Background: an optimization exercise with open tools, aiming at a short achievable clock period and few clock cycles. Do not read the settings as production practice. In this exercise RTL edits were held to simulation tests only and were not proved equivalent to the original. Power and IR drop assume default switching activity.

==> v16 <==
Design multicycle_mips_cpu, start of the top module:
module multicycle_mips_cpu #(
    parameter logic [31:0] RESET_PC = 32'h0000_0000,
    parameter int          NREG_AW  = 5
) (
    input  logic        Clk,
    input  logic        Reset,
    output logic [31:0] MemAddr,
    output logic [31:0] MemWData,
    output logic        MemRd,
    output logic        MemWr,
    input  logic [31:0] MemRData,
    input  logic        MemReady,
    output logic [31:0] PC,
    output logic        Halt
);
clock: 8.0 ns
lec_check: 0
cap_margin: 20
core_margin: 2
core_utilization: 45
place_density: 0.65
setup_slack_margin: 5
slew_margin: 20
tns_end_percent: 20
standard.sh (not shown) runs the stock make flow with config.mk's settings and CLKGATE_MAP_FILE= SYNTH_SCRIPT=/design/flow/synth_recipe.tcl, a recipe that flattens the netlist after the stock synthesis.
==> flow/flow/run.sh <==
#!/bin/bash
# The standard layout, with the input and output ports buffered by buf_4
# cells (ORFS's buffer_ports otherwise picks a delay buffer for them).
set -euo pipefail
export BUFFER_PORTS_ARGS="-buffer_cell sky130_fd_sc_hd__buf_4"
bash standard.sh > standard.log 2>&1
==> inputs of v10, as changes to v16 <==
Settings changed: TNS_END_PERCENT 20 to 5.
==> summary of the runs <==
- In area after synthesis, v10 and v16 do not differ.
- Sequential power is about the same in v16 and v10.
- Synthesized cell count is the same in v10 and v16.
- Of v10 and v16, v16 has the higher first-iteration DRC count (gap about 4%, measured against v16).
- In flip-flop and latch count, v16 and v10 do not differ.
- Power: v16 is larger than v10 (2.6%).
- Fmax: v10 is lower than v16 (0.74%).
- Of v16 and v10, v16 has the higher final area (gap about 2.4%, measured against v10).
- Global-route usage: v16 is higher than v10 (0.26 points).
- Between v10 and v16, the lower utilization is in v10 (gap 1.3 points).
- Of v10 and v16, v16 has the higher via count (gap about 1.7%, measured against v16).
==> figures <==
item                                                                                         v10                      v16
DR WL/cell                                                                               38.0 µm                  38.0 µm
Clock power share                                                                          18.8%                    18.4%
CP Max Fanout                                                                                  5                        8
Required time reported for the critical path endpoint                                    8.61 ns                  8.62 ns
Met3 Track Usage GR                                                                        18.2%                    18.6%
Number of cells on the critical path                                                          10                       13
Critical path startpoint category                                                      flip-flop               input port
Final period utilization                                                                   44.6%                    44.3%
Total Nets Final                                                                            7860                     7966
Outcome                                                                  complete, no violations  complete, no violations
Slowest library cell on the worst path                                 sky130_fd_sc_hd__edfxtp_1  sky130_fd_sc_hd__o32a_1
Count of buffering cells on the critical path with inverters included                          1                        2
Part of the power in combinational logic                                                   42.9%                    44.3%
Overall Power                                                                           0.0477 W                 0.0489 W
Post-detailed-route via-to-cell ratio                                                       7.31                     7.35
End point of the critical path                                                        x_ts_q[18]                pc2_q[26]
Worst Tran Pin Value                                                                     1.23 ns                  1.22 ns
Number of cells traversed by the worst register-to-register path                              10                       12
Relative area change from synthesis to final layout                                        18.1%                    20.8%
Power of the combinational group                                                        0.0204 W                 0.0216 W
Worst setup startpoint                                                                 x_ta_q[9]              MemRData[1]
Post-layout min period                                                                   3.57 ns                  3.54 ns
First-pass DRT Iterations                                                                     13                       27
Testbench counts of v16, summed over its fixed seeds: cycles 41,933.
Testbench counts of v10, summed over its fixed seeds: cycles 41,933.

==> wip/quartz: inputs <==
==> flow/design.v <==
module multicycle_mips_cpu #(
    parameter logic [31:0] RESET_PC = 32'h0000_0000,
    parameter int          NREG_AW  = 5
) (
    input  logic        Clk,
    input  logic        Reset,
    output logic [31:0] MemAddr,
    output logic [31:0] MemWData,
    output logic        MemRd,
    output logic        MemWr,
    input  logic [31:0] MemRData,
    input  logic        MemReady,
    output logic [31:0] PC,
    output logic        Halt
);
    localparam int NREG = 1 << NREG_AW;
    localparam logic [5:0] OP_RTYPE = 6'h00;
    localparam logic [5:0] OP_J     = 6'h02;
    localparam logic [5:0] OP_BEQ   = 6'h04;
    localparam logic [5:0] OP_ADDI  = 6'h08;
    localparam logic [5:0] OP_LW    = 6'h23;
    localparam logic [5:0] OP_SW    = 6'h2B;
    localparam logic [5:0] FN_ADD = 6'h20;
    localparam logic [5:0] FN_SUB = 6'h22;
    localparam logic [5:0] FN_AND = 6'h24;
    localparam logic [5:0] FN_OR  = 6'h25;
    localparam logic [5:0] FN_SLT = 6'h2A;
    localparam logic [31:0] SYSCALL = 32'h0000_000C;
    logic        rd_q, wr_q;             
    logic [31:0] addr_q, wdata_q;        
    logic        fetch_q;                
    logic        mem_q;                  
    logic        ld_q;                   
    logic [NREG_AW-1:0] ld_dst_q;
    logic        halt_q;
    logic [31:0] pc_q;                   
    logic [31:0] pc2_q;                  
    logic [31:0] pc3_q;                  
    logic        d_valid_q;
    logic [31:0] d_ir_q, d_pc4_q, d_tgt_q;
    logic        d_pt_q;                 
    logic [NREG-1:0] d_rsoh_q, d_rtoh_q;  
    logic [5:0]  d_bix_q;                
    logic [1:0]  d_ctr_q;                
    localparam int NBHT = 64;
    logic [1:0]  bht_q [NBHT];           
    logic        x_valid_q;
    logic        x_wr_q;                 
    logic        x_add_q, x_sub_q, x_and_q, x_or_q, x_slt_q;
    logic        x_lw_q, x_sw_q, x_beq_q, x_sys_q;
    logic [NREG_AW-1:0] x_dst_q;
    logic [31:0] x_b_q, x_tgt_q;          
    logic        x_pt_q;
    logic [5:0]  x_bix_q;
    logic [1:0]  x_ctr_q;
    logic        u_we_q;
    logic [5:0]  u_bix_q;
    logic [1:0]  u_ctr_q;
    logic [31:0] x_ga_q, x_ta_q, x_gs_q, x_ts_q;
    logic [31:0] x_a2_q, x_o2_q;         
    logic [NREG-1:0] w_we_q;            
    logic        w_valid_q;              
    logic [NREG_AW-1:0] w_dst_q;
    logic [31:0] w_res_q;
    logic [31:0] rf_q [NREG];
    assign MemAddr  = addr_q;
    assign MemWData = wdata_q;
    assign MemRd    = rd_q;
    assign MemWr    = wr_q;
    assign PC       = pc_q;
    assign Halt     = halt_q;
    logic stall;
    assign stall = (rd_q | wr_q) & ~MemReady;
    function automatic logic [31:0] carries(input logic [31:0] g, input logic [31:0] p,
                                            input logic cin);
        logic [31:0] gg, pp, gn, pn;
        gg    = g;
        pp    = p;
        gg[0] = g[0] | (p[0] & cin);
        for (int l = 1; l < 32; l = l * 2) begin
            for (int i = 0; i < 32; i++) begin
                if (i >= l) begin
                    gn[i] = gg[i] | (pp[i] & gg[i-l]);
                    pn[i] = pp[i] & pp[i-l];
                end else begin
                    gn[i] = gg[i];
                    pn[i] = pp[i];
                end
            end
            gg = gn;
            pp = pn;
        end
        carries = {gg[30:0], cin};
    endfunction
    function automatic logic [29:0] carries30(input logic [29:0] g, input logic [29:0] p);
        logic [31:0] c;
        c = carries({2'b00, g}, {2'b00, p}, 1'b1);
        carries30 = c[29:0];
    endfunction
    logic [31:0] c_add, c_sub, sum, diff, alu_res;
    logic        slt, x_go, x_taken, x_halt, x_mem;
    logic [31:0] p_add, p_sub;
    assign p_add = x_a2_q ^ x_o2_q;
    assign p_sub = ~p_add;
    assign c_add = carries(x_ga_q, x_ta_q, 1'b0);
    assign c_sub = carries(x_gs_q, x_ts_q, 1'b1);
    assign sum   = p_add ^ c_add;
    assign diff  = p_sub ^ c_sub;
    assign slt   = p_add[31] ? x_gs_q[31] : ~c_sub[31];
    assign alu_res = ({32{x_add_q}} & sum)
                   | ({32{x_sub_q}} & diff)
                   | ({32{x_and_q}} & x_ga_q)
                   | ({32{x_or_q}}  & x_ta_q)
                   | {31'd0, x_slt_q & slt};
    assign x_go    = x_valid_q & ~mem_q & ~halt_q;
    logic x_eq;
    assign x_eq    = x_ta_q == x_ga_q;
    assign x_taken = x_go & x_beq_q & (x_eq != x_pt_q);
    assign x_halt  = x_valid_q & x_sys_q & ~halt_q;
    assign x_mem   = x_go & (x_lw_q | x_sw_q);
    logic [5:0]  f_op;
    logic [31:0] f_imm, f_pc4, f_tgt;
    logic        f_go, f_j, f_bt, f_pt;
    logic [1:0]  f_ctr;
    assign f_ctr = bht_q[pc_q[7:2]];
    assign f_op  = MemRData[31:26];
    assign f_imm = {{16{MemRData[15]}}, MemRData[15:0]};
    assign f_pc4 = pc3_q + 32'd4;
    logic [29:0] t_g, t_p, t_c;
    assign t_g   = pc_q[31:2] & f_imm[29:0];
    assign t_p   = pc2_q[31:2] ^ f_imm[29:0];
    assign t_c   = carries30(t_g, t_p);
    assign f_tgt = {t_p ^ t_c, 2'b00};
    assign f_j   = f_op == OP_J;
    assign f_bt  = (f_op == OP_BEQ) && (MemRData[25:21] == MemRData[20:16]) &&
                   (MemRData[15:0] != 16'd0);
    assign f_pt  = (f_op == OP_BEQ) && (MemRData[25:21] != MemRData[20:16]) &&
                   (MemRData[15:0] != 16'd0) && f_ctr[1];
    logic [5:0]  d_op, d_fn;
    logic [NREG_AW-1:0] d_rs, d_rt, d_rd;
    logic [31:0] d_imm, d_a, d_b, d_op2;
    logic        d_go, d_lu, d_sys, d_halt, d_rtype_ok, adv;
    assign d_op  = d_ir_q[31:26];
    assign d_fn  = d_ir_q[5:0];
    assign d_rs  = NREG_AW'(d_ir_q[25:21]);
    assign d_rt  = NREG_AW'(d_ir_q[20:16]);
    assign d_rd  = NREG_AW'(d_ir_q[15:11]);
    assign d_imm = {{16{d_ir_q[15]}}, d_ir_q[15:0]};
    assign d_rtype_ok = (d_fn == FN_ADD) || (d_fn == FN_SUB) || (d_fn == FN_AND) ||
                        (d_fn == FN_OR) || (d_fn == FN_SLT);
    assign adv    = ~mem_q & ~halt_q;
    assign d_lu   = x_valid_q & x_lw_q & (x_dst_q != '0) & ((x_dst_q == d_rs) | (x_dst_q == d_rt));
    assign d_go   = d_valid_q & adv & ~x_taken & ~d_lu;
    assign d_sys  = d_ir_q == SYSCALL;
    assign d_halt = d_go & d_sys & ~x_mem;
    logic [31:0] d_rfa, d_rfb;
    always_comb begin
        d_rfa = 32'd0;
        d_rfb = 32'd0;
        for (int i = 1; i < NREG; i++) begin
            d_rfa = d_rfa | ({32{d_rsoh_q[i]}} & rf_q[i]);
            d_rfb = d_rfb | ({32{d_rtoh_q[i]}} & rf_q[i]);
        end
    end
    assign d_a   = (x_valid_q && x_wr_q && x_dst_q == d_rs) ? alu_res :
                   (w_valid_q && w_dst_q == d_rs) ? w_res_q : d_rfa;
    assign d_b   = (x_valid_q && x_wr_q && x_dst_q == d_rt) ? alu_res :
                   (w_valid_q && w_dst_q == d_rt) ? w_res_q : d_rfb;
    assign d_op2 = (d_op == OP_RTYPE || d_op == OP_BEQ) ? d_b : d_imm;
    assign f_go  = fetch_q & ~x_taken & ~x_halt & ~d_halt &
                   ~(d_valid_q & d_lu);
    logic [31:0] pc_d, pc_nt, addr_d;
    logic        take_tgt;
    logic        halt_d, mem_d, fetch_d, d_valid_d, x_valid_d, x_sys_d;
    always_comb begin
        pc_nt = pc_q;
        if (x_halt)                  pc_nt = x_tgt_q;
        else if (x_taken)            pc_nt = x_tgt_q;
        else if (d_halt)             pc_nt = d_pc4_q;
        else if (f_go) begin
            if (f_j)                 pc_nt = {f_pc4[31:28], MemRData[25:0], 2'b00};
            else                     pc_nt = f_pc4;
        end
    end
    assign take_tgt = ~x_halt & ~x_taken & ~d_halt & f_go & ~f_j & (f_bt | f_pt);
    assign pc_d     = take_tgt ? f_tgt : pc_nt;
    assign addr_d   = ({32{x_mem}} & sum) | ({32{~x_mem & take_tgt}} & f_tgt) |
                      ({32{~x_mem & ~take_tgt}} & pc_nt);
    assign halt_d = halt_q | x_halt | d_halt;
    assign mem_d  = x_mem;
    assign x_valid_d = adv ? (d_go & ~d_halt & ~x_halt) : x_valid_q;
    assign x_sys_d   = adv ? d_sys : x_sys_q;
    assign d_valid_d = !adv ? d_valid_q :
                       (x_taken | x_halt | d_halt) ? 1'b0 :
                       (d_valid_q & d_lu) ? 1'b1 :
                       (f_go & ~f_j & ~f_bt);
    assign fetch_d   = ~halt_d & ~mem_d & ~(x_valid_d & x_sys_d);
    always_ff @(posedge Clk or negedge Reset) begin
        if (!Reset) begin
            rd_q      <= 1'b0;
            wr_q      <= 1'b0;
            fetch_q   <= 1'b0;
            mem_q     <= 1'b0;
            ld_q      <= 1'b0;
            halt_q    <= 1'b0;
            pc_q      <= RESET_PC;
            addr_q    <= RESET_PC;
            d_valid_q <= 1'b0;
            x_valid_q <= 1'b0;
            x_sys_q   <= 1'b0;
            w_we_q    <= '0;
            w_valid_q <= 1'b0;
            w_dst_q   <= '0;
        end else if (!stall) begin
            pc_q      <= pc_d;
            halt_q    <= halt_d;
            mem_q     <= mem_d;
            fetch_q   <= fetch_d;
            d_valid_q <= d_valid_d;
            x_valid_q <= x_valid_d;
            x_sys_q   <= x_sys_d;
            begin
                rd_q   <= x_mem ? x_lw_q : fetch_d;
                wr_q   <= x_mem & x_sw_q;
                addr_q <= addr_d;
                if (x_mem) ld_q <= x_lw_q && (x_dst_q != '0);
                for (int i = 1; i < NREG; i++)
                    w_we_q[i] <= mem_q ? (ld_q && ld_dst_q == NREG_AW'(i))
                                       : (x_go && x_wr_q && x_dst_q == NREG_AW'(i));
                w_valid_q <= mem_q ? ld_q : (x_go && x_wr_q);
                w_dst_q   <= mem_q ? ld_dst_q : x_dst_q;
            end
        end
    end
    always_ff @(posedge Clk) begin
        if (!stall) begin
            w_res_q <= mem_q ? MemRData : alu_res;
            pc2_q   <= pc_d;
        end
        pc3_q <= stall ? pc_q : pc_d;
        if (!stall) begin
            if (x_mem) begin
                wdata_q  <= x_b_q;
                ld_dst_q <= x_dst_q;
            end
            if (adv && !(d_valid_q && d_lu)) begin
                d_ir_q  <= MemRData;
                d_pc4_q <= f_pc4;
                d_tgt_q <= f_tgt;
                d_pt_q  <= f_pt;
                for (int i = 0; i < NREG; i++) begin
                    d_rsoh_q[i] <= MemRData[25:21] == NREG_AW'(i);
                    d_rtoh_q[i] <= MemRData[20:16] == NREG_AW'(i);
                end
                d_bix_q <= pc_q[7:2];
                d_ctr_q <= f_ctr;
            end
            if (adv) begin
                x_b_q    <= d_b;
                x_ga_q   <= d_a & d_op2;
                x_ta_q   <= d_a | d_op2;
                x_gs_q   <= d_a & ~d_op2;
                x_ts_q   <= d_a | ~d_op2;
                x_a2_q   <= d_a;
                x_o2_q   <= d_op2;
                x_wr_q   <= ((d_op == OP_RTYPE && d_rtype_ok && d_rd != '0) ||
                             (d_op == OP_ADDI && d_rt != '0));
                x_add_q  <= (d_op == OP_RTYPE) ? (d_fn == FN_ADD) : 1'b1;
                x_sub_q  <= (d_op == OP_RTYPE) && (d_fn == FN_SUB);
                x_and_q  <= (d_op == OP_RTYPE) && (d_fn == FN_AND);
                x_or_q   <= (d_op == OP_RTYPE) && (d_fn == FN_OR);
                x_slt_q  <= (d_op == OP_RTYPE) && (d_fn == FN_SLT);
                x_lw_q   <= d_op == OP_LW;
                x_sw_q   <= d_op == OP_SW;
                x_beq_q  <= (d_op == OP_BEQ) && (d_rs != d_rt) && (d_ir_q[15:0] != 16'd0);
                x_dst_q  <= (d_op == OP_RTYPE) ? d_rd : d_rt;
                x_tgt_q  <= (d_sys || d_pt_q) ? d_pc4_q : d_tgt_q;
                x_pt_q   <= d_pt_q;
                x_bix_q  <= d_bix_q;
                x_ctr_q  <= d_ctr_q;
            end
        end
    end
    always_ff @(posedge Clk or negedge Reset) begin
        if (!Reset) begin
            for (int i = 0; i < NBHT; i++) bht_q[i] <= 2'd1;
            u_we_q  <= 1'b0;
            u_bix_q <= '0;
            u_ctr_q <= 2'd0;
        end else if (!stall) begin
            u_we_q  <= x_go && x_beq_q;
            u_bix_q <= x_bix_q;
            u_ctr_q <= x_eq ? ((x_ctr_q == 2'd3) ? 2'd3 : x_ctr_q + 2'd1)
                            : ((x_ctr_q == 2'd0) ? 2'd0 : x_ctr_q - 2'd1);
            if (u_we_q) bht_q[u_bix_q] <= u_ctr_q;
        end
    end
    always_ff @(posedge Clk or negedge Reset) begin
        if (!Reset) begin
            for (int i = 0; i < NREG; i++) rf_q[i] <= 32'd0;
        end else begin
            for (int i = 1; i < NREG; i++)
                if (w_we_q[i]) rf_q[i] <= w_res_q;
        end
    end
endmodule
==> flow/run.sh <==
#!/bin/bash
# synth_recipe.tcl (not shown) runs the flow's synth.tcl, then flattens the netlist and writes it again
# the make line also repeats each setting of config.mk as NAME=value (left out here)
make -C /OpenROAD-flow-scripts/flow DESIGN_CONFIG=/design/flow/config.mk WORK_HOME=/design/flow/orfs CLKGATE_MAP_FILE= SYNTH_SCRIPT=/design/flow/synth_recipe.tcl finish
==> flow/config.mk <==
export PLATFORM = sky130hd
export DESIGN_NAME = multicycle_mips_cpu
export DESIGN_NICKNAME = multicycle_mips_cpu
export VERILOG_FILES = /design/flow/design.v
export SDC_FILE = /design/flow/constraint.sdc
export NUM_CORES = 4
export LEC_CHECK = 0
export CAP_MARGIN = 20
export CORE_MARGIN = 2
export CORE_UTILIZATION = 45
export PLACE_DENSITY = 0.65
export SETUP_SLACK_MARGIN = 5
export SLEW_MARGIN = 20
export TNS_END_PERCENT = 20
==> flow/constraint.sdc <==
create_clock -name core_clock -period 8.0 [get_ports {Clk}]
set_input_delay 1.6000 -clock core_clock [delete_from_list [all_inputs] [get_ports {Clk}]]
set_output_delay 1.6000 -clock core_clock [all_outputs]
set_load 0.01 [all_outputs]
==> wip/harbor: changes against wip/quartz <==
--- a/flow/design.v
+++ b/flow/design.v
@@ -140,3 +140,3 @@
     logic [NREG_AW-1:0] d_rs, d_rt, d_rd;
-    logic [31:0] d_imm, d_a, d_b, d_op2;
+    logic [31:0] d_imm;
     logic        d_go, d_lu, d_sys, d_halt, d_rtype_ok, adv;
@@ -164,7 +164,24 @@
     end
-    assign d_a   = (x_valid_q && x_wr_q && x_dst_q == d_rs) ? alu_res :
-                   (w_valid_q && w_dst_q == d_rs) ? w_res_q : d_rfa;
-    assign d_b   = (x_valid_q && x_wr_q && x_dst_q == d_rt) ? alu_res :
-                   (w_valid_q && w_dst_q == d_rt) ? w_res_q : d_rfb;
-    assign d_op2 = (d_op == OP_RTYPE || d_op == OP_BEQ) ? d_b : d_imm;
+    logic [31:0] a_nb, b_nb, o_nb;
+    logic        byp_a, byp_b, byp_o;
+    assign a_nb  = (w_valid_q && w_dst_q == d_rs) ? w_res_q : d_rfa;
+    assign b_nb  = (w_valid_q && w_dst_q == d_rt) ? w_res_q : d_rfb;
+    assign o_nb  = (d_op == OP_RTYPE || d_op == OP_BEQ) ? b_nb : d_imm;
+    assign byp_a = x_valid_q && x_wr_q && x_dst_q == d_rs;
+    assign byp_b = x_valid_q && x_wr_q && x_dst_q == d_rt;
+    assign byp_o = byp_b && (d_op == OP_RTYPE || d_op == OP_BEQ);
+    logic [31:0] m_aa, m_a, m_o, m_n, d_ga, d_ta, d_gs, d_ts, d_a, d_b, d_op2;
+    assign m_aa  = {32{byp_a & byp_o}};
+    assign m_a   = {32{byp_a & ~byp_o}};
+    assign m_o   = {32{~byp_a & byp_o}};
+    assign m_n   = {32{~byp_a & ~byp_o}};
+    assign d_ga  = (alu_res & (m_aa | (m_a & o_nb) | (m_o & a_nb))) | (m_n & a_nb & o_nb);
+    assign d_ta  = (alu_res & (m_aa | m_a | m_o)) | (m_a & o_nb) | (m_o & a_nb) |
+                   (m_n & (a_nb | o_nb));
+    assign d_gs  = (alu_res & m_a & ~o_nb) | (~alu_res & m_o & a_nb) | (m_n & a_nb & ~o_nb);
+    assign d_ts  = m_aa | (alu_res & m_a) | (~alu_res & m_o) |
+                   (m_a & ~o_nb) | (m_o & a_nb) | (m_n & (a_nb | ~o_nb));
+    assign d_a   = byp_a ? alu_res : a_nb;
+    assign d_b   = byp_b ? alu_res : b_nb;
+    assign d_op2 = byp_o ? alu_res : o_nb;
     assign f_go  = fetch_q & ~x_taken & ~x_halt & ~d_halt &
@@ -259,6 +276,6 @@
                 x_b_q    <= d_b;
-                x_ga_q   <= d_a & d_op2;
-                x_ta_q   <= d_a | d_op2;
-                x_gs_q   <= d_a & ~d_op2;
-                x_ts_q   <= d_a | ~d_op2;
+                x_ga_q   <= d_ga;
+                x_ta_q   <= d_ta;
+                x_gs_q   <= d_gs;
+                x_ts_q   <= d_ts;
                 x_a2_q   <= d_a;
==> flow/flow/run.sh (new file) <==
#!/bin/bash
# The standard layout, with the input and output ports buffered by buf_4
# cells (ORFS's buffer_ports otherwise picks a delay buffer for them).
set -euo pipefail
export BUFFER_PORTS_ARGS="-buffer_cell sky130_fd_sc_hd__buf_4"
bash standard.sh > standard.log 2>&1
==> flow/standard.sh (new file) <==
#!/bin/bash
# synth_recipe.tcl (not shown) runs the flow's synth.tcl, then flattens the netlist and writes it again
# the make line also repeats each setting of config.mk as NAME=value (left out here)
make -C /OpenROAD-flow-scripts/flow DESIGN_CONFIG=/design/flow/config.mk WORK_HOME=/design/flow/orfs CLKGATE_MAP_FILE= SYNTH_SCRIPT=/design/flow/synth_recipe.tcl "${@:-finish}"
--- a/flow/config.mk
+++ b/flow/config.mk
@@ -9,4 +9,4 @@
 export CORE_MARGIN = 2
-export CORE_UTILIZATION = 45
-export PLACE_DENSITY = 0.65
+export CORE_UTILIZATION = 40
+export PLACE_DENSITY = 0.6
 export SETUP_SLACK_MARGIN = 5
removed: flow/run.sh
==> qor summary <==
	wip/quartz	wip/harbor
Run status	complete, no violations	complete, no violations
Floorplan Core Area	195000 µm²	222700 µm²
Post-synthesis to final-layout area growth	20.75%	21.94%
Layout net count	7622	7974
Worst-case hold path end point	wdata_q[22]$_DFFE_PP_	x_bix_q[5]$_DFFE_PP_
Die width	447.1 µm	477.8 µm
Buffer count excluding the clock tree in the final layout	702	745
Area used by sequential logic in the layout	48070 µm²	48060 µm²
Worst slew margin relative to its limit	6.215%	16.09%
Utilization of the core after routing	54.70%	49.15%
Total of fill cells in the finished design	16140	19250
Area share of the largest cell type after synthesis	33.29%	32.75%
Met2 layer wire length in the routed design	157700 µm	167900 µm
Largest net degree at the start of global routing	177	176
Initial antenna violation count	46	22
Die height	447.1 µm	477.8 µm
Clock latency on the worst-skew pair	0.88 ns	0.89 ns
Critical Path Start	d_ir_q[31]$_DFFE_PP_	x_ta_q[1]$_DFFE_PP_
Power Internal	28.09 mW	28.14 mW
Cell with the most instances on the worst path	or3_4	o21ai_2
Inserted Clock Buffers	185	191
Tap cell count	2624	2975
Fin worst setup slack	4.297 ns	4.421 ns
Total power after layout	49.45 mW	49.24 mW
Testbench counts of wip/quartz, summed over its fixed seeds: cycles 41,933.
Testbench counts of wip/harbor, summed over its fixed seeds: cycles 41,933.

port drivers added, routing unchanged:
The results above use ideal ports. As a check the final layouts listed here were re-extracted and re-timed, cells and wires unchanged.
Step 1 (the two cells are an assumption about what drives the block):
set clk [get_ports {Clk}]
set_driving_cell -lib_cell sky130_fd_sc_hd__clkbuf_16 $clk
set_driving_cell -lib_cell sky130_fd_sc_hd__buf_2 [delete_from_list [all_inputs] $clk]
Step 2 also shifts input and output timing later by t, the mid clock arrival at the registers, as if the neighbouring blocks saw the same clock.
Three values: ideal ports, drivers, drivers and shift; two values: the first two.
run	t, ns	setup slack, ns	hold WS [ns]	worst setup path after step 2	pins driven straight from the clock port
v16	0.941	4.460 / 4.448 / 3.508	0.418 / 0.418 / 0.418	input to register	1
v10	0.947	4.433 / 4.433 / 3.555	0.419 / 0.419 / 0.419	input to register	1
wip/quartz	0.944	4.297 / 4.289 / 3.465	0.404 / 0.404 / 0.404	input to register	1
wip/harbor	0.942	4.421 / 4.421 / 3.517	0.418 / 0.418 / 0.418	input to register	1
After both steps every run listed still meets setup and hold. The setup slack of v16, which loses most, moves by -0.012 ns with the drivers and by -0.952 ns with both steps.
